This is an optimization exercise on Yosys and OpenROAD, whose aim is small area, a short achievable clock period and few clock cycles per item, not a production implementation.
RTL that was checked went through simulation tests only; none was proved equivalent to the original.
The RTL of run 1 was laid out without a check of its function.
Power is estimated from default activity; no workload was simulated.

## flow/design.v (module list and top-level ports; edited modules follow where they fit)
// module scmcv_ram: 28 lines
// module scene_morph_cv_engine_core: 1903 lines
// module scmcv_top: 65 lines
module scmcv_top (
   input  logic        clock,
   input  logic        reset,
   input  logic        start,
   output logic        busy,
   input  logic [1:0]  req_cmd,
   input  logic [15:0] req_target_cv,
   input  logic [3:0]  req_target_knob,
   input  logic [15:0] req_current_cv,
   input  logic [3:0]  req_current_knob,
   input  logic [15:0] req_morph_cv,
   input  logic [14:0] req_morph_knob,
   input  logic [15:0] req_type_buttons,
   input  logic [15:0] req_focus_mask,
   input  logic [3:0]  req_scene_slot,
   input  logic [3:0]  req_channel_slot,
   input  logic [14:0] req_write_value,
   output logic        rsp_strobe,
   output logic [3:0]  rsp_channel,
   output logic [15:0] rsp_cv_out,
   output logic        rsp_type_light,
   output logic        rsp_last,
   input  logic        psel,
   input  logic        penable,
   input  logic        pwrite,
   input  logic [2:0]  paddr,
   input  logic [31:0] pwdata,
   output logic [31:0] prdata,
   output logic        pready
);
  // ...
==> flow/flow/run.sh <==
#!/bin/bash
# ORFS layout: the standard synthesis, then the standard steps with a setup
# margin (timing repair keeps working below the period) and larger clock-sink clusters.
set -euo pipefail
bash standard.sh synth > synth.log 2>&1
bash standard.sh SETUP_SLACK_MARGIN=8.3 CTS_BUF_LIST=sky130_fd_sc_hd__clkbuf_16 CTS_CLUSTER_SIZE=24 CTS_CLUSTER_DIAMETER=70 CORE_UTILIZATION=55 PLACE_DENSITY=0.70 finish > layout.log 2>&1
==> flow/standard.sh <==
#!/bin/bash
# synth_recipe.tcl (not shown) runs the flow's synth.tcl, then flattens the netlist and writes it again
# the make line also repeats each setting of config.mk as NAME=value (left out here)
make -C /OpenROAD-flow-scripts/flow DESIGN_CONFIG=/design/flow/config.mk WORK_HOME=/design/flow/orfs CLKGATE_MAP_FILE= SYNTH_SCRIPT=/design/flow/synth_recipe.tcl "${@:-finish}"
==> flow/config.mk <==
export PLATFORM = sky130hd
export DESIGN_NAME = scmcv_top
export DESIGN_NICKNAME = scmcv_top
export VERILOG_FILES = /design/flow/design.v
export SDC_FILE = /design/flow/constraint.sdc
export NUM_CORES = 4
export LEC_CHECK = 0
export CAP_MARGIN = 20
export CORE_MARGIN = 2
export CORE_UTILIZATION = 35
export PLACE_DENSITY = 0.55
export SLEW_MARGIN = 20
export SYNTH_MEMORY_MAX_BITS = 16384
==> flow/constraint.sdc <==
create_clock -name core_clock -period 12.0 [get_ports {clock}]
set_input_delay 2.4000 -clock core_clock [delete_from_list [all_inputs] [get_ports {clock}]]
set_output_delay 2.4000 -clock core_clock [all_outputs]
set_load 0.01 [all_outputs]
==> reports/metrics.cfg, run 1 <==
[outcome]
outcome = no timing/DRC/antenna violations

[synth]
postSynthAreaPerCell_um2 = 13.4
synthAdderAreaFrac_pct = 6.29
synth_area_um2 = 137000
yosysUniqueCellTypes = 94

[hold_path]
hp-start = u_core.u_store.g_row[7].q[234]

[cells_and_area]
finalInstanceArea_um2 = 149000
clk_share_pct = 4.46
num-nonclk-buffers = 339
fin_util_pct = 60.1
largest_reg_flops = 4080
final_cell_mix = dfxtp_1 (4,435), a22oi_1 (1,235), inv_1 (358)

[floorplanning]
taps = 3330
initial_utilization_pct = 55.2

[timing]
slew_headroom_pct = 23.9
setup_slack_ns = 8.11
drv_slew = 0

[power]
p_clk_share_pct = 33.2
p_seq_w = 0.0158
powerDensity_nw_per_um2 = 170

[routing]
route.met2.wl_mm = 152
ant_nets = 0

[clock_tree]
cts_buffer_depth = 3
clk_pin_slew_ns = 0.09

[place]
dp_slack_ns = 6.77
dp.cells = 13300

[worst_setup_path]
critical-path-top-delay-family = flip-flops

==> inputs of run 2 (changes only) <==
--- a/flow/design.v
+++ b/flow/design.v
@@ -75,17 +75,18 @@
    input  logic [2:0]  paddr,
    input  logic [31:0] pwdata,
    output logic [31:0] prdata,
    output logic        pready
 );
    localparam int NE   = 3;     
    localparam int TAPS = 8;     
    localparam int ROWS = 17;    
-   logic        busy_ff;
+   logic        busy_ff;       
+   logic        idle_ff;       
    logic        acc;
    logic        acc_ff;
    logic [1:0]  rq_cmd;
    logic [11:0] rq_cur_l, rq_tgt_l;      
    logic [1:0]  rq_cur_c, rq_tgt_c;      
    logic [15:0] rq_mcv;
    logic [14:0] rq_mknob;
    logic [15:0] rq_focus;
@@ -106,19 +107,19 @@
       ge_const = ge_const | eq;
    endfunction
    function automatic logic [3:0] sel_pick(input logic [11:0] l, input logic [1:0] c);
       if (c[1])      sel_pick = l[11:8];
       else if (c[0]) sel_pick = l[7:4];
       else           sel_pick = l[3:0];
    endfunction
    assign busy = busy_ff;
-   assign acc  = start & ~busy_ff;
+   assign acc  = start & idle_ff;
    always_ff @(posedge clock) begin
-      if (!busy_ff) begin
+      if (idle_ff) begin
          rq_cmd   <= req_payload.cmd;
          rq_tgt_l  <= sel_lut(req_payload.target_cv[15:12], req_payload.target_knob);
          rq_cur_l  <= sel_lut(req_payload.current_cv[15:12], req_payload.current_knob);
          rq_tgt_c  <= {ge_const(req_payload.target_cv[11:0], 12'd2731),
                        ge_const(req_payload.target_cv[11:0], 12'd1366)};
          rq_cur_c  <= {ge_const(req_payload.current_cv[11:0], 12'd2731),
                        ge_const(req_payload.current_cv[11:0], 12'd1366)};
          rq_mcv    <= req_payload.morph_cv;
@@ -270,17 +271,17 @@
       end else begin
          mcl  = {1'b0, msum[14:0]};
          mccl = {1'b0, mcsum[14:0]};
       end
       {bd_neg, bd_two, bd_one} = booth(mcl);
       {bc_neg, bc_two, bc_one} = booth(mccl);
    end
    always_ff @(posedge clock) begin
-      if (!busy_ff) begin
+      if (idle_ff) begin
          rq_focus <= req_payload.focus_mask;
       end else if (rd_en) begin
          rq_focus <= {1'b0, rq_focus[15:1]};
       end
    end
    logic [3:0]  rq_cur, rq_tgt;
    logic [15:0] rq_cur_oh, rq_tgt_oh;
    assign rq_cur    = sel_pick(rq_cur_l, rq_cur_c);
@@ -1920,16 +1921,17 @@
       busy_next = clr_next || tick_in
                || ((tick_start || wait_ff) && !aligned)
                || rd_en || p1 || p2 || p3 || p4
                || (e_cnt >= 3'(NE)) || ((e_cnt == 3'(NE - 1)) && wr_in);
    end
    always_ff @(posedge clock) begin
       if (reset) begin
          busy_ff    <= 1'b1;
+         idle_ff    <= 1'b0;
          acc_ff     <= 1'b0;
          clr_ff     <= 1'b1;
          clr_cnt    <= 4'd0;
          ph         <= 4'd0;
          pos        <= 4'd0;
          c_rd       <= 4'd0;
          aligned    <= 1'b1;
          reading_ff <= 1'b0;
@@ -1938,16 +1940,17 @@
          prev_ff    <= 16'd0;
          p1         <= 1'b0;
          p2         <= 1'b0;
          p3         <= 1'b0;
          p4         <= 1'b0;
          p5         <= 1'b0;
       end else begin
          busy_ff    <= busy_next;
+         idle_ff    <= !busy_next;
          acc_ff     <= acc;
          clr_ff     <= clr_next;
          clr_cnt    <= clr_ff ? clr_cnt + 4'd1 : 4'd0;
          ph         <= ph + 4'd1;
          pos        <= pos_next;
          c_rd       <= rd_en ? c_rd + 4'd1 : c_rd;
          aligned    <= (pos_next[0] == 1'b0);
          reading_ff <= rd_en && (c_rd != 4'd15);
==> reports/metrics.cfg, run 2 <==
[power]
static-leakage-power_nw = 57.3  ; was 55.8 nW
p_total_w = 0.0252  ; was 0.0253 W
powerDensity_nw_per_um2 = 168  ; was 170 nW/um^2
max-vdd-ir-drop_mv = 0.161  ; was 0.156 mV

[floorplanning]
die_area_um2 = 254000  ; was 253,000 um^2
fp.coreArea_um2 = 249000  ; was 248,000 um^2
die-width_um = 504  ; was 503 um
rows = 183  ; unchanged
initial_utilization_pct = 55.3  ; was 55.2%
num_io_pins = 226  ; unchanged
chipHeight_um = 504  ; was 503 um

[place]
portBuffers = 160  ; unchanged
placed_cell_area_um2 = 142000  ; about the same
dpl.hpwl_mm = 223  ; was 229 mm
place_congestion = 0.977  ; was 0.979
dp.cells = 13400  ; was 13,300

[worst_setup_path]
slowest_stage = dfxtp_2  ; was dfxtp_4
critical-path-top-delay-family = flip-flops  ; unchanged
cp_max_fo = 1  ; was 2
worst-path-stages = 1  ; was 2
critPathMaxStageDelay_ns = 0.33  ; was 0.36 ns
r2r_slack_ns = 8.32  ; was 8.34 ns
ff2ff_path_depth = 9  ; was 8
reg2reg_to = u_core.a1[7]  ; was u_core.a1[2]
setup.worst_path.end = rsp_channel[3]  ; was busy
endpoint_kind = output port  ; unchanged
arrival_ns = 1.35  ; was 1.49 ns
path_buf_inv = 1  ; was 2
setup.worst_path.start = u_core.c5[3]  ; was u_core.busy_ff
worst-setup-path-type = reg2out  ; unchanged
r2r_start = u_core.tap_g[5][7]  ; was u_core.rq_cur_c[0]
crit_chain = buf_6  ; was buf_12 -> buf_6
startpoint_type = register  ; unchanged
critPathRequiredTime_ns = 9.60  ; about the same

[cells_and_area]
final_nets = 11000  ; was 10,900
drive_above_1_share_pct = 8.98  ; was 9.27%
area_growth_pct = 8.61  ; was 8.79%
top_register = u_core.u_store.g_row.q  ; unchanged
largest_registers = u_core.u_store.g_row.q x4080, u_core.mul_r x118, u_core.tap_g x48  ; unchanged
final_cells = 13700  ; was 13,600
nFillCells = 19200  ; was 19,100
largest_reg_flops = 4080  ; unchanged
final_cell_mix = dfxtp_1 (4,443), a22oi_1 (1,445), inv_1 (382)  ; was dfxtp_1 (4,435), a22oi_1 (1,235), inv_1 (358)
finalInstanceArea_um2 = 149000  ; about the same
layout_commonest_cell = dfxtp_1  ; unchanged

[synth]
synth_area_um2 = 138000  ; was 137,000 um^2
synth_most_common_cell = dfxtp_1  ; unchanged
yosys.area.top_type = dfxtp_1  ; unchanged
synth.area.top_cells = dfxtp_1 (66%), a22oi_1 (7.9%), fa_1 (4.6%)  ; was dfxtp_1 (66%), a22oi_1 (6.8%), fa_1 (4.6%)
ys_ff_latch = 4675  ; was 4,674
ys_seq_area_share_pct = 69.3  ; was 69.5%
synth.top_cell.area_share_pct = 65.5  ; was 65.7%
synthFlopType = dfxtp_1  ; unchanged
synth_commonest_cells = dfxtp_1 (4,503), a22oi_1 (1,445), clkbuf_1 (431)  ; was dfxtp_1 (4,502), a22oi_1 (1,235), clkbuf_1 (449)
yosysUniqueCellTypes = 105  ; was 94
synth_edf_count = 172  ; unchanged
synthArstFlopShare_pct = 0  ; unchanged
postSynthAreaPerCell_um2 = 13.4  ; about the same
synth_cells = 10300  ; was 10,200
ys_warn_count = 7  ; unchanged

[clock_tree]
htree_levels = 4  ; unchanged
cts_buffers = 223  ; was 227
clk_pin_slew_ns = 0.09  ; about the same
cts_tree = done  ; unchanged
clock_sinks = 4675  ; was 4,674
cts_root_buffer = clkbuf_16  ; unchanged
cts_buffer_depth = 3  ; unchanged
clk_latency_ns = 0.93  ; was 0.96 ns

[timing]
hold_viol_final = 0  ; unchanged
tightest_slew_ns = 1.15  ; was 1.14 ns
fin_tns_setup_ns = 0  ; unchanged
setup_violations = 0  ; unchanged
skew_ns = 0.0695  ; was 0.0783 ns
fmax_mhz = 267  ; was 257 MHz
drv_slew = 0  ; unchanged
rsz0062_at_grt = true  ; unchanged
fin_crit_ns = 3.75  ; was 3.89 ns
min_period_over_period_pct = 31.2  ; was 32.4%
slew_headroom_pct = 23.0  ; was 23.9%

[hold_path]
hp-start = u_core.u_store.g_row[2].q[238]  ; was u_core.u_store.g_row[7].q[234]
min_path_type = reg2reg  ; unchanged

[global_routing]
overflow = 0  ; unchanged
grt_pass1_vias = 80200  ; was 79,100
grt_max_degree = 67  ; was 81
grt_pass1_wl_mm = 516  ; was 518 mm
antenna_found_initial = 17  ; was 30
grt_usage_pct = 26.7  ; was 27.4%

[routing]
ant_nets = 0  ; unchanged
dr.first_iter.drc_count = 7535  ; was 7,562
wl_per_cell_um = 25.4  ; was 26.0 um
wirelength_mm = 348  ; was 355 mm
dr.pass1.iters = 12  ; was 9
routed_via_density = 5.80  ; was 5.81
num_vias = 79400  ; was 79,200
drcViolationCount = 0  ; unchanged

[job]
maxCapViolations = 0  ; unchanged

[outcome]
outcome = no timing/DRC/antenna violations  ; unchanged

run 2: logic make-up after synthesis:
| kind of cell | Yosys count | synth area share (%) |
|---|---|---|
| AOI/OAI and AO/OA | 2104 | 11.1 |
| muxes | 331 | 2.75 |
| and+or+nand+nor | 1319 | 5.22 |
| buffers and inverters | 972 | 2.94 |
| xor gates and xnor gates | 383 | 2.44 |
| other | 2 | 0.00546 |
| adders and majority gates | 501 | 6.26 |
| DFF | 4675 | 69.3 |
run 2: through the flow:
step / hold WS (ns) / setup slack (ns) / utilization, %
after floorplan: 0.310 / 8.16 / -
after global placement: 0.310 / 6.65 / 57.2
after detailed placement: 0.312 / 6.68 / 57.3
after CTS: 0.268 / 8.17 / 59.9
after global routing: 0.289 / 8.17 / 60.1
final: 0.283 / 8.25 / 60.1
run 2: cell type report:
| cell class | count | area (um^2) | share of cell area [%] |
|---|---|---|---|
| clock buffers | 225 | 5630 | 3.77 |
| inverters | 385 | 1480 | 0.993 |
| repair buffers | 334 | 2960 | 1.98 |
| clock inverters | 57 | 778 | 0.521 |
| multi-input cells | 4671 | 39000 | 26.1 |
| well taps | 3330 | 4170 | 2.79 |
| diodes | 21 | 52.6 | 0.0352 |
| flip-flops and latches | 4675 | 95400 | 63.8 |
run 2: repair_timing:
item | in CTS | in global routing
buffers inserted | 10 | 16
cloned | 1 | 1
hold buffers | 0 | 0
endpoints found under the setup margin | 156 | 107
gates resized for setup | 177 | 68
pin swaps | 6 | 25
run 2: power by group:
part | internal (W) | total (W) | switching [W]
clock network | 0.00346 | 0.00822 | 0.00476
logic | 0.000369 | 0.00115 | 0.000782
registers | 0.0157 | 0.0158 | 0.0000822
run 2: how the worst min path moves through the flow:
stage | to | cells past startpoint | slack [ns]
floorplan | u_core.c2[0] | 0 | 0.31
global placement | u_core.u_store.g_row[4].q[32] | 0 | 0.31
detailed placement | u_core.u_store.g_row[0].q[151] | 0 | 0.31
CTS | u_core.u_store.g_row[2].q[40] | 0 | 0.27
global route | u_core.u_store.g_row[2].q[223] | 0 | 0.29
finish | u_core.u_store.g_row[2].q[223] | 0 | 0.28
run 2: layer usage:
metal / up-vias / share of wire (%) / GRT usage, %
li1: 35800 / - / -
met1: 39700 / 44 / 37.5
met2: 3263 / 43 / 39.6
met3: 701 / 8.3 / 5.71
met4: 2 / 4.8 / 12.2
met5: - / 0.0032 / 0
Testbench counts of run 2, summed over its fixed seeds: cycles 11,540, ticks 514.
==> inputs of run 3 (changes only) <==
==> flow/flow/run.sh (replaced) <==
#!/bin/bash
# ORFS layout: the standard synthesis, then the standard steps with a setup
# margin (timing repair keeps working below the period) and larger clock-sink clusters.
set -euo pipefail
bash standard.sh synth > synth.log 2>&1
bash standard.sh SETUP_SLACK_MARGIN=8.3 CTS_BUF_LIST=sky130_fd_sc_hd__clkbuf_16 CTS_CLUSTER_SIZE=24 CTS_CLUSTER_DIAMETER=70 CORE_UTILIZATION=65 PLACE_DENSITY=0.80 finish > layout.log 2>&1
==> reports/metrics.cfg, run 3 <==
[outcome]
outcome = no timing/DRC/antenna violations  ; unchanged

[synth]
synthArstFlopShare_pct = 0  ; unchanged
synth_commonest_cells = dfxtp_1 (4,503), a22oi_1 (1,445), clkbuf_1 (431)  ; unchanged
synth.top_cell.area_share_pct = 65.5  ; unchanged
synth_cells = 10300  ; unchanged
ys_warn_count = 7  ; unchanged
ys_ff_latch = 4675  ; unchanged
synth_area_um2 = 138000  ; unchanged
yosys.area.top_type = dfxtp_1  ; unchanged
synth.area.top_cells = dfxtp_1 (66%), a22oi_1 (7.9%), fa_1 (4.6%)  ; unchanged
ys_seq_area_share_pct = 69.3  ; unchanged
postSynthAreaPerCell_um2 = 13.4  ; unchanged
synthFlopType = dfxtp_1  ; unchanged
yosysUniqueCellTypes = 105  ; unchanged
synth_edf_count = 172  ; unchanged
synth_most_common_cell = dfxtp_1  ; unchanged

[cells_and_area]
drive_above_1_share_pct = 9.34  ; was 8.98%
area_growth_pct = 8.42  ; was 8.61%
largest_reg_flops = 4080  ; unchanged
layout_commonest_cell = dfxtp_1  ; unchanged
largest_registers = u_core.u_store.g_row.q x4080, u_core.mul_r x118, u_core.tap_g x48  ; unchanged
top_register = u_core.u_store.g_row.q  ; unchanged
final_cell_mix = dfxtp_1 (4,442), a22oi_1 (1,445), inv_1 (384)  ; was dfxtp_1 (4,443), a22oi_1 (1,445), inv_1 (382)
final_nets = 11000  ; about the same

[clock_tree]
htree_levels = 4  ; unchanged
clock_sinks = 4675  ; unchanged
cts_buffer_depth = 3  ; unchanged
cts_root_buffer = clkbuf_16  ; unchanged
cts_buffers = 224  ; was 223
clk_pin_slew_ns = 0.09  ; about the same
clk_latency_ns = 0.95  ; was 0.93 ns
cts_tree = done  ; unchanged
ctsHoldBuffers = 0  ; unchanged

[timing]
rsz0062_at_grt = true  ; unchanged
skew_ns = 0.0750  ; was 0.0695 ns
fin_crit_ns = 3.77  ; was 3.75 ns
min_period_over_period_pct = 31.4  ; was 31.2%
tightest_slew_ns = 1.20  ; was 1.15 ns
hold_viol_final = 0  ; unchanged
slew_headroom_pct = 19.7  ; was 23.0%
setup_violations = 0  ; unchanged
holdWs_ns = 0.283  ; about the same
fin_tns_setup_ns = 0  ; unchanged
drv_slew = 0  ; unchanged
fmax_mhz = 265  ; was 267 MHz

[routing]
dr.first_iter.drc_count = 8816  ; was 7,535
wl_per_cell_um = 26.7  ; was 25.4 um
drcViolationCount = 0  ; unchanged
wirelength_mm = 353  ; was 348 mm
ant_nets = 0  ; unchanged
routed_via_density = 6.12  ; was 5.80
num_vias = 80900  ; was 79,400
dr.pass1.iters = 10  ; was 12

[floorplanning]
die_area_um2 = 215000  ; was 254,000 um^2
fp.coreArea_um2 = 210000  ; was 249,000 um^2
chipHeight_um = 464  ; was 504 um
num_io_pins = 226  ; unchanged
die-width_um = 464  ; was 504 um
rows = 168  ; was 183
initial_utilization_pct = 65.5  ; was 55.3%

[global_routing]
grt_pass1_wl_mm = 520  ; was 516 mm
grt_usage_pct = 31.9  ; was 26.7%
antenna_found_initial = 22  ; was 17
grt_max_degree = 70  ; was 67
grt_pass1_vias = 81600  ; was 80,200
overflow = 0  ; unchanged

[hold_path]
hold_path_depth = 0  ; unchanged
hp-start = u_core.u_store.g_row[16].q[47]  ; was u_core.u_store.g_row[2].q[238]
min_path_type = reg2reg  ; unchanged
holdPathEnd = u_core.u_store.g_row[16].q[32]  ; was u_core.u_store.g_row[2].q[223]

[power]
p_sw_share_pct = 22.4  ; about the same
combPwrFrac_pct = 4.6  ; about the same
intPower_w = 0.0196  ; was 0.0195 W
power_frac_seq_pct = 62.5  ; was 62.7%
p_clk_share_pct = 32.9  ; was 32.7%
max-vdd-ir-drop_mv = 0.174  ; was 0.161 mV
powerDensity_nw_per_um2 = 169  ; was 168 nW/um^2
net-switching-power_w = 0.00564  ; was 0.00562 W
static-leakage-power_nw = 57.5  ; was 57.3 nW

[worst_setup_path]
cp_max_fo = 1  ; unchanged
startpoint_type = register  ; unchanged
worst-setup-path-type = reg2out  ; unchanged
critical-path-top-delay-family = flip-flops  ; unchanged
r2r_start = u_core.mul_r[22]  ; was u_core.tap_g[5][7]
arrival_ns = 1.37  ; was 1.35 ns
endpoint_kind = output port  ; unchanged
reg2reg_to = u_core.y3[17]  ; was u_core.a1[7]
critPathMaxStageDelay_ns = 0.33  ; about the same
path_buf_inv = 1  ; unchanged
slowest_stage = dfxtp_2  ; unchanged
crit_chain = buf_6  ; unchanged
ff2ff_path_depth = 12  ; was 9
r2r_slack_ns = 8.33  ; was 8.32 ns
critPathRequiredTime_ns = 9.60  ; about the same

[job]
maxCapViolations = 0  ; unchanged

[place]
portBuffers = 160  ; unchanged
dpl.hpwl_mm = 222  ; was 223 mm
place_congestion = 0.974  ; was 0.977

[run 3: cell count changes in the layout (fill, tap and decap cells not counted), moves of 4 or more]
cell | previous run | this run
clkinv_2 | 6 | 2
inv_6 | 6 | 0
nor2_4 | 12 | 7
buf_4 | 163 | 200
diode_2 | 21 | 17
nor2_2 | 11 | 17
[run 3: through the flow]
step | total power [W] | worst slack, ns | utilization (%) | std cells | area, um^2
final | 0.0252 | 8.23 | 71.0 | 13200 | 149000
after floorplan | 0.0168 | 8.16 | - | 10300 | 138000
after detailed placement | 0.0173 | 6.76 | 67.5 | 12800 | 142000
after CTS | 0.0253 | 8.17 | 70.7 | 13100 | 148000
after global placement | 0.0173 | 6.71 | 67.5 | 12800 | 142000
after global routing | 0.0259 | 8.17 | 71.0 | 13200 | 149000
[run 3: worst max path at each step]
stage,endpoint,cells after the start,slack (ns),start
after global placement,u_core.rq_tgt_l[9],11,6.71,req_target_knob[0]
after global routing,u_core.y3[15],15,8.17,u_core.mul_r[11]
final,rsp_type_light,1,8.23,u_core.fl5
after detailed placement,u_core.rq_tgt_l[9],11,6.76,req_target_knob[0]
after CTS,rsp_type_light,1,8.17,u_core.fl5
after floorplan,u_core.rq_cur_l[1],10,8.16,req_current_knob[1]
[run 3: power groups by stage]
stage          Combinational, W  Clock (W)  Sequential, W
5_1_grt                 0.00126    0.00890         0.0158
2_1_floorplan          0.000733          0         0.0161
3_3_place_gp            0.00113          0         0.0161
4_1_cts                 0.00113    0.00836         0.0158
3_5_place_dp            0.00115          0         0.0161
6_report                0.00116    0.00830         0.0158
[run 3: final cells by class]
cell class	instances	area [um^2]
Antenna cell	17	42.5
Clock buffer	224	5610
Clock inverter	61	898
Fill cell	13300	60800
Inverter	385	1500
Multi-Input combinational cell	4672	39100
Sequential cell	4675	95400
Tap cell	2805	3510
Timing Repair Buffer	368	3180
[run 3: cell families after synthesis]
logic type                 count (synthesis)  synth area share, %
other                                      2              0.00546
adders and majority gates                501                 6.26
and+or+nand+nor                         1319                 5.22
muxes                                    331                 2.75
buffers and inverters                    972                 2.94
xor gates and xnor gates                 383                 2.44
DFF                                     4675                 69.3
AOI/OAI and AO/OA                       2104                 11.1
[run 3: what timing repair did]
action,CTS,global route
setup buffers,16,48
cloned,1,2
endpoints found under the setup margin,127,128
pin swaps,8,34
resized for setup,173,74
[run 3: routing by layer]
metal / wire (um) / vias up / part of all wire [%] / GRT usage [%]
met2: 157000 / 3868 / 45 / 49.0
met3: 33300 / 738 / 9.4 / 7.23
met5: 44 / - / 0.012 / 0
met4: 17400 / 6 / 4.9 / 14.4
met1: 145000 / 40400 / 41 / 43.5
li1: - / 35900 / - / -
==> inputs of run 4 (changes only) <==
==> flow/flow/run.sh (replaced) <==
#!/bin/bash
# ORFS layout with the standard synthesis, then the standard ORFS steps with:
#  - larger clock-sink clusters of clkbuf_16 for a smaller clock tree;
#  - a denser placement.
# Each step's full output goes to synth.log and layout.log here (and ORFS's own logs).
set -euo pipefail
bash standard.sh synth > synth.log 2>&1
bash standard.sh SETUP_SLACK_MARGIN=8.5 CTS_BUF_LIST=sky130_fd_sc_hd__clkbuf_16 CTS_CLUSTER_SIZE=24 CTS_CLUSTER_DIAMETER=70 CORE_UTILIZATION=55 PLACE_DENSITY=0.70 finish > layout.log 2>&1
==> reports/metrics.cfg, run 4 <==
[clock_tree]
clk_latency_ns = 0.99  ; was 0.95 ns
clk_pin_slew_ns = 0.09  ; about the same
htree_levels = 4  ; unchanged
cts_root_buffer = clkbuf_16  ; unchanged
cts_buffer_depth = 3  ; unchanged
cts_buffers = 226  ; was 224
cts_tree = done  ; unchanged
ctsHoldBuffers = 0  ; unchanged
clock_sinks = 4675  ; unchanged

[timing]
tightest_slew_ns = 1.11  ; was 1.20 ns
skew_ns = 0.0801  ; was 0.0750 ns
fmax_mhz = 262  ; was 265 MHz
hold_viol_final = 0  ; unchanged
fin_crit_ns = 3.82  ; was 3.77 ns
drv_slew = 0  ; unchanged
min_period_over_period_pct = 31.8  ; was 31.4%
slew_headroom_pct = 25.8  ; was 19.7%
fin_tns_setup_ns = 0  ; unchanged
rsz0062_at_grt = true  ; unchanged
setup_violations = 0  ; unchanged

[power]
intPower_w = 0.0196  ; about the same
p_sw_share_pct = 22.4  ; about the same
power_frac_seq_pct = 62.3  ; was 62.5%
static-leakage-power_nw = 57.9  ; was 57.5 nW
p_total_w = 0.0253  ; was 0.0252 W
combPwrFrac_pct = 4.6  ; about the same
p_clk_share_pct = 33.0  ; was 32.9%
max-vdd-ir-drop_mv = 0.161  ; was 0.174 mV
powerDensity_nw_per_um2 = 168  ; was 169 nW/um^2
net-switching-power_w = 0.00567  ; was 0.00564 W

[global_routing]
overflow = 0  ; unchanged
antenna_found_initial = 25  ; was 22
top_usage_layer = met2  ; unchanged
grt_usage_pct = 26.6  ; was 31.9%
use_met2_pct = 40.0  ; was 49.0%
met3_usage_pct = 5.93  ; was 7.23%
grt_use_met1_pct = 36.9  ; was 43.5%
grt_pass1_vias = 80200  ; was 81,600
grt_max_degree = 68  ; was 70
grt_pass1_wl_mm = 514  ; was 520 mm

[floorplanning]
die_area_um2 = 254000  ; was 215,000 um^2
fp.coreArea_um2 = 249000  ; was 210,000 um^2
die-width_um = 504  ; was 464 um
num_io_pins = 226  ; unchanged
initial_utilization_pct = 55.3  ; was 65.5%
rows = 183  ; was 168
chipHeight_um = 504  ; was 464 um

[synth]
synthMuxAreaShare_pct = 2.75  ; unchanged
synth_area_um2 = 138000  ; unchanged
synthArstFlopShare_pct = 0  ; unchanged
synth-xor-area-share_pct = 2.44  ; unchanged
ys_warn_count = 7  ; unchanged
yosys.area.top_type = dfxtp_1  ; unchanged
ys_seq_area_share_pct = 69.3  ; unchanged
synth.area.top_cells = dfxtp_1 (66%), a22oi_1 (7.9%), fa_1 (4.6%)  ; unchanged
synth_compound_area_share_pct = 11.1  ; unchanged
synth_simple_gate_area_share_pct = 5.22  ; unchanged
synth_commonest_cells = dfxtp_1 (4,503), a22oi_1 (1,445), clkbuf_1 (431)  ; unchanged
synth_most_common_cell = dfxtp_1  ; unchanged
synthAdderAreaFrac_pct = 6.26  ; unchanged
synth_cells = 10300  ; unchanged
synth_top_family_by_area = compound AO/OA/AOI/OAI gates  ; unchanged
synth.top_cell.area_share_pct = 65.5  ; unchanged
ys_ff_latch = 4675  ; unchanged
postSynthAreaPerCell_um2 = 13.4  ; unchanged
yosysUniqueCellTypes = 105  ; unchanged
synth_edf_count = 172  ; unchanged
synthFlopType = dfxtp_1  ; unchanged

[routing]
wl_per_cell_um = 25.4  ; was 26.7 um
dr.first_iter.drc_count = 7801  ; was 8,816
dr.pass1.iters = 12  ; was 10
routed_via_density = 5.78  ; was 6.12
num_vias = 79600  ; was 80,900
wirelength_mm = 349  ; was 353 mm
drcViolationCount = 0  ; unchanged
ant_nets = 0  ; unchanged

[cells_and_area]
largest_registers = u_core.u_store.g_row.q x4080, u_core.mul_r x118, u_core.tap_g x48  ; unchanged
final_cell_mix = dfxtp_1 (4,417), a22oi_1 (1,445), inv_1 (373)  ; was dfxtp_1 (4,442), a22oi_1 (1,445), inv_1 (384)
drive_above_1_share_pct = 10.5  ; was 9.34%
area_growth_pct = 9.59  ; was 8.42%
layout_commonest_cell = dfxtp_1  ; unchanged
top_register = u_core.u_store.g_row.q  ; unchanged
final_nets = 11000  ; about the same
largest_reg_flops = 4080  ; unchanged

[worst_setup_path]
crit_chain = buf_6  ; unchanged
critPathRequiredTime_ns = 9.60  ; about the same
endpoint_kind = output port  ; unchanged
path_buf_inv = 1  ; unchanged
critPathMaxStageDelay_ns = 0.37  ; was 0.33 ns
slowest_stage = dfxtp_4  ; was dfxtp_2
worst-setup-path-type = reg2out  ; unchanged
cp_max_fo = 1  ; unchanged
critical-path-top-delay-family = flip-flops  ; unchanged
arrival_ns = 1.42  ; was 1.37 ns
startpoint_type = register  ; unchanged

[job]
maxCapViolations = 0  ; unchanged

[place]
portBuffers = 160  ; unchanged
place_congestion = 0.950  ; was 0.974
dpl.hpwl_mm = 222  ; about the same

[hold_path]
min_path_type = reg2reg  ; unchanged

[outcome]
outcome = no timing/DRC/antenna violations  ; unchanged

==> run 4: cell count changes in the layout (fill, tap and decap cells not counted), sizes merged <==
cell,delta
bufbuf,+1
clkdlybuf4s18,-1
clkinv,-4
dlymetal6s2s,+4
nand2,+1
or4,-1
clkdlybuf4s15,+1
dlygate4sd2,+1
buf,+28
clkinvlp,+2
diode,-1
clkbuf,+4
clkdlybuf4s50,-7
==> run 4: final cells by class <==
cell class	count	area [um^2]
Fill cell	19000	97900
Clock buffer	227	5680
Multi-Input combinational cell	4672	39400
Sequential cell	4675	95400
Antenna cell	16	40.0
Timing Repair Buffer	396	3580
Clock inverter	59	962
Tap cell	3330	4170
Inverter	385	1510
==> run 4: cell families after synthesis <==
family                     count (synthesis)
AOI/OAI and AO/OA                       2104
xor gates and xnor gates                 383
adders and majority gates                501
buffers and inverters                    972
DFF                                     4675
muxes                                    331
other                                      2
and+or+nand+nor                         1319
==> run 4: metrics by stage <==
| stage | std cells | cell area, um^2 | hold slack, ns | util, % | setup WS (ns) |
|---|---|---|---|---|---|
| 5_1_grt | 13700 | 151000 | 0.286 | 60.6 | 8.13 |
| 3_5_place_dp | 13400 | 143000 | 0.312 | 57.3 | 6.52 |
| 2_1_floorplan | 10300 | 138000 | 0.310 | - | 8.17 |
| 4_1_cts | 13700 | 150000 | 0.282 | 60.3 | 8.12 |
| 6_report | 13800 | 151000 | 0.280 | 60.6 | 8.18 |
| 3_3_place_gp | 13400 | 143000 | 0.310 | 57.3 | 6.47 |
==> run 4: repair_timing <==
| action | CTS | global route |
|---|---|---|
| endpoints found under the setup margin | 179 | 148 |
| gates cloned | 2 | 5 |
| pin swaps | 24 | 47 |
| hold endpoints to repair | 0 | 0 |
| resized for setup | 226 | 102 |
| buffers inserted | 48 | 41 |
==> run 4: worst paths after layout <==
kind | startpoint | to | slack [ns] | depth (start not counted)
max | u_core.busy_ff | busy | 8.18 | 1
min | u_core.u_store.g_row[6].q[209] | u_core.u_store.g_row[6].q[194] | 0.28 | 0
max reg2reg | u_core.tap_g[1][3] | u_core.a1[10] | 8.36 | 9
min reg2reg | u_core.u_store.g_row[6].q[209] | u_core.u_store.g_row[6].q[194] | 0.28 | 0
==> run 4: power groups by stage <==
stage | Clock (W) | Combinational (W) | Sequential (W)
after global routing | 0.00905 | 0.00127 | 0.0158
after detailed placement | 0 | 0.00117 | 0.0161
final | 0.00837 | 0.00117 | 0.0158
after CTS | 0.00849 | 0.00116 | 0.0158
after floorplan | 0 | 0.000740 | 0.0161
after global placement | 0 | 0.00115 | 0.0161
==> run 4: metal layers <==
metal	share of wire, %	wire length, um
met3	8.4	29400
met5	0.022	78
met1	44	152000
met2	43	151000
met4	4.7	16200
==> inputs of run 5 (changes only) <==
==> flow/flow/run.sh (replaced) <==
#!/bin/bash
# ORFS layout with the standard synthesis, then the standard ORFS steps with:
#  - larger clock-sink clusters of clkbuf_16 for a smaller clock tree;
#  - a denser placement.
# Each step's full output goes to synth.log and layout.log here (and ORFS's own logs).
set -euo pipefail
bash standard.sh synth > synth.log 2>&1
bash standard.sh SETUP_SLACK_MARGIN=8.3 CTS_BUF_LIST=sky130_fd_sc_hd__clkbuf_16 CTS_CLUSTER_SIZE=24 CTS_CLUSTER_DIAMETER=70 CORE_UTILIZATION=55 PLACE_DENSITY=0.70 finish > layout.log 2>&1
==> reports/metrics.cfg, run 5 <==
[timing]
slew_headroom_pct = 23.0  ; was 25.8%
min_period_over_period_pct = 31.2  ; was 31.8%
setup_slack_ns = 8.25  ; was 8.18 ns
setup_violations = 0  ; unchanged
drv_slew = 0  ; unchanged
fin_tns_setup_ns = 0  ; unchanged
skew_ns = 0.0695  ; was 0.0801 ns
tightest_slew_ns = 1.15  ; was 1.11 ns
fmax_mhz = 267  ; was 262 MHz
rsz0062_at_grt = true  ; unchanged
holdWs_ns = 0.283  ; was 0.280 ns
hold_viol_final = 0  ; unchanged
fin_crit_ns = 3.75  ; was 3.82 ns

[synth]
synth_area_um2 = 138000  ; unchanged
yosys.area.top_type = dfxtp_1  ; unchanged
synth_most_common_cell = dfxtp_1  ; unchanged
ys_seq_area_share_pct = 69.3  ; unchanged
synth.area.top_cells = dfxtp_1 (66%), a22oi_1 (7.9%), fa_1 (4.6%)  ; unchanged
ys_ff_latch = 4675  ; unchanged
synth_cells = 10300  ; unchanged
synth_commonest_cells = dfxtp_1 (4,503), a22oi_1 (1,445), clkbuf_1 (431)  ; unchanged
postSynthAreaPerCell_um2 = 13.4  ; unchanged
synth.top_cell.area_share_pct = 65.5  ; unchanged
synthArstFlopShare_pct = 0  ; unchanged
synthFlopType = dfxtp_1  ; unchanged
yosysUniqueCellTypes = 105  ; unchanged
ys_warn_count = 7  ; unchanged
synth_edf_count = 172  ; unchanged

[global_routing]
grt_usage_pct = 26.7  ; was 26.6%
grt_max_degree = 67  ; was 68
overflow = 0  ; unchanged
antenna_found_initial = 17  ; was 25
met3_usage_pct = 5.71  ; was 5.93%
top_usage_layer = met2  ; unchanged
grt_pass1_wl_mm = 516  ; was 514 mm
use_met2_pct = 39.6  ; was 40.0%
grt_pass1_vias = 80200  ; about the same
grt_use_met1_pct = 37.5  ; was 36.9%

[clock_tree]
cts_root_buffer = clkbuf_16  ; unchanged
cts_buffer_depth = 3  ; unchanged
clk_latency_ns = 0.93  ; was 0.99 ns
cts_buffers = 223  ; was 226
htree_levels = 4  ; unchanged
cts_tree = done  ; unchanged
clock_sinks = 4675  ; unchanged
clk_pin_slew_ns = 0.09  ; about the same

[floorplanning]
num_io_pins = 226  ; unchanged
fp.coreArea_um2 = 249000  ; unchanged
die_area_um2 = 254000  ; unchanged
chipHeight_um = 504  ; unchanged
initial_utilization_pct = 55.3  ; unchanged
die-width_um = 504  ; unchanged
rows = 183  ; unchanged

[worst_setup_path]
startpoint_type = register  ; unchanged
crit_chain = buf_6  ; unchanged
cp_max_fo = 1  ; unchanged
path_buf_inv = 1  ; unchanged
arrival_ns = 1.35  ; was 1.42 ns
endpoint_kind = output port  ; unchanged
slowest_stage = dfxtp_2  ; was dfxtp_4
worst-setup-path-type = reg2out  ; unchanged
critPathMaxStageDelay_ns = 0.33  ; was 0.37 ns
critPathRequiredTime_ns = 9.60  ; about the same
critical-path-top-delay-family = flip-flops  ; unchanged

[routing]
routed_via_density = 5.80  ; was 5.78
dr.pass1.iters = 12  ; unchanged
num_vias = 79400  ; was 79,600
wirelength_mm = 348  ; was 349 mm
dr.first_iter.drc_count = 7535  ; was 7,801
wl_per_cell_um = 25.4  ; about the same
drcViolationCount = 0  ; unchanged
ant_nets = 0  ; unchanged

[place]
dpl.hpwl_mm = 223  ; was 222 mm
dp_slack_ns = 6.68  ; was 6.52 ns
placed_cell_area_um2 = 142000  ; was 143,000 um^2
place_congestion = 0.977  ; was 0.950
portBuffers = 160  ; unchanged

[power]
powerDensity_nw_per_um2 = 168  ; about the same
power_frac_seq_pct = 62.7  ; was 62.3%
combPwrFrac_pct = 4.6  ; about the same
net-switching-power_w = 0.00562  ; was 0.00567 W
max-vdd-ir-drop_mv = 0.161  ; about the same
static-leakage-power_nw = 57.3  ; was 57.9 nW
p_sw_share_pct = 22.4  ; about the same
intPower_w = 0.0195  ; was 0.0196 W
p_clk_share_pct = 32.7  ; was 33.0%

[cells_and_area]
largest_registers = u_core.u_store.g_row.q x4080, u_core.mul_r x118, u_core.tap_g x48  ; unchanged
largest_reg_flops = 4080  ; unchanged
final_cell_mix = dfxtp_1 (4,443), a22oi_1 (1,445), inv_1 (382)  ; was dfxtp_1 (4,417), a22oi_1 (1,445), inv_1 (373)
layout_commonest_cell = dfxtp_1  ; unchanged
final_nets = 11000  ; about the same
area_growth_pct = 8.61  ; was 9.59%
top_register = u_core.u_store.g_row.q  ; unchanged
finalInstanceArea_um2 = 149000  ; was 151,000 um^2
drive_above_1_share_pct = 8.98  ; was 10.5%

[hold_path]
min_path_type = reg2reg  ; unchanged

[job]
maxCapViolations = 0  ; unchanged

[outcome]
outcome = no timing/DRC/antenna violations  ; unchanged

## run 5: cell counts after synthesis
Identical to the previous run, type by type.
## run 5: cell families (layout without fill, tap and decap cells)
logic type / count (synthesis) / in the layout / share of synthesized area [%]
AOI/OAI and AO/OA: 2104 / 2104 / 11.1
xor gates and xnor gates: 383 / 383 / 2.44
adders and majority gates: 501 / 501 / 6.26
buffers and inverters: 972 / 1001 / 2.94
DFF: 4675 / 4675 / 69.3
muxes: 331 / 331 / 2.75
other: 2 / 53 / 0.00546
and+or+nand+nor: 1319 / 1320 / 5.22
## run 5: stage by stage
| step | instances | utilization (%) | power [W] |
|---|---|---|---|
| 2_1_floorplan | 10300 | - | 0.0168 |
| 3_3_place_gp | 13400 | 57.2 | 0.0173 |
| 3_5_place_dp | 13400 | 57.3 | 0.0173 |
| 4_1_cts | 13700 | 59.9 | 0.0253 |
| 5_1_grt | 13700 | 60.1 | 0.0259 |
| 6_report | 13700 | 60.1 | 0.0252 |
## run 5: routing by layer
layer / vias up / share of wire [%]
met5: - / 0.0032
met4: 2 / 4.8
met3: 701 / 8.3
met2: 3263 / 43
met1: 39700 / 44
li1: 35800 / -
## run 5: area by class of cell
class	count	area [um^2]
tap	3330	4170
inverter	385	1480
fill	19200	99200
timing repair buffer	334	2960
clock buffer	225	5630
clock inverter	57	778
antenna	21	52.6
multi-input combinational	4671	39000
sequential	4675	95400
## run 5: final timing paths
check        slack, ns                            from                        endpoint  cells after the start
max               8.25                    u_core.c5[3]                  rsp_channel[3]                      1
min reg2reg       0.28  u_core.u_store.g_row[2].q[238]  u_core.u_store.g_row[2].q[223]                      0
max reg2reg       8.32              u_core.tap_g[5][7]                    u_core.a1[7]                      9
min               0.28  u_core.u_store.g_row[2].q[238]  u_core.u_store.g_row[2].q[223]                      0
## run 5: what timing repair did
item / CTS / global route
hold buffers: 0 / 0
gates cloned: 1 / 1
pin swaps: 6 / 25
endpoints found under the setup margin: 156 / 107
setup buffers: 10 / 16
gates resized for setup: 177 / 68
## run 5: power groups by stage
stage | combinational (W) | clock, W | sequential [W]
after floorplan | 0.000733 | 0 | 0.0161
after global routing | 0.00126 | 0.00889 | 0.0158
after detailed placement | 0.00116 | 0 | 0.0161
after global placement | 0.00114 | 0 | 0.0161
final | 0.00115 | 0.00822 | 0.0158
after CTS | 0.00114 | 0.00834 | 0.0158

re-timing with driven ports:
How much do the figures lean on ideal ports? The routed layouts below were timed once more, with nothing changed but the port constraints.
Step 1 sets driving cells, clkbuf_16 on the clock port and buf_2 on the other inputs (assumed; they add their load-dependent delay and slew).
Step 2 adds t to the input delays and takes it off the output delays; t is the mean of the earliest and latest rising clock arrival at the registers after step 1. Input paths then give back, and output paths get back, about the clock's delay inside the block.
a / b / c = ideal ports / drivers / drivers and shift; a / b = the first two.
| run | shift t [ns] | setup WS [ns] | worst register clock-pin slew, ns | cell pins on the clock port's net |
|---|---|---|---|---|
| run 1 | 1.024 | 8.110 / 7.994 / 7.421 | 0.10 / 0.10 | 1 |
| run 2 | 1.000 | 8.253 / 8.151 / 7.444 | 0.10 / 0.10 | 1 |
| run 3 | 1.006 | 8.232 / 8.135 / 7.375 | 0.10 / 0.10 | 1 |
| run 4 | 1.024 | 8.184 / 8.099 / 7.428 | 0.10 / 0.10 | 1 |
| run 5 | 1.000 | 8.253 / 8.151 / 7.444 | 0.10 / 0.10 | 1 |
After both steps setup and hold are still met in every run listed. The setup slack of run 3, which loses most, moves by -0.097 ns with the drivers and by -0.857 ns with both steps.
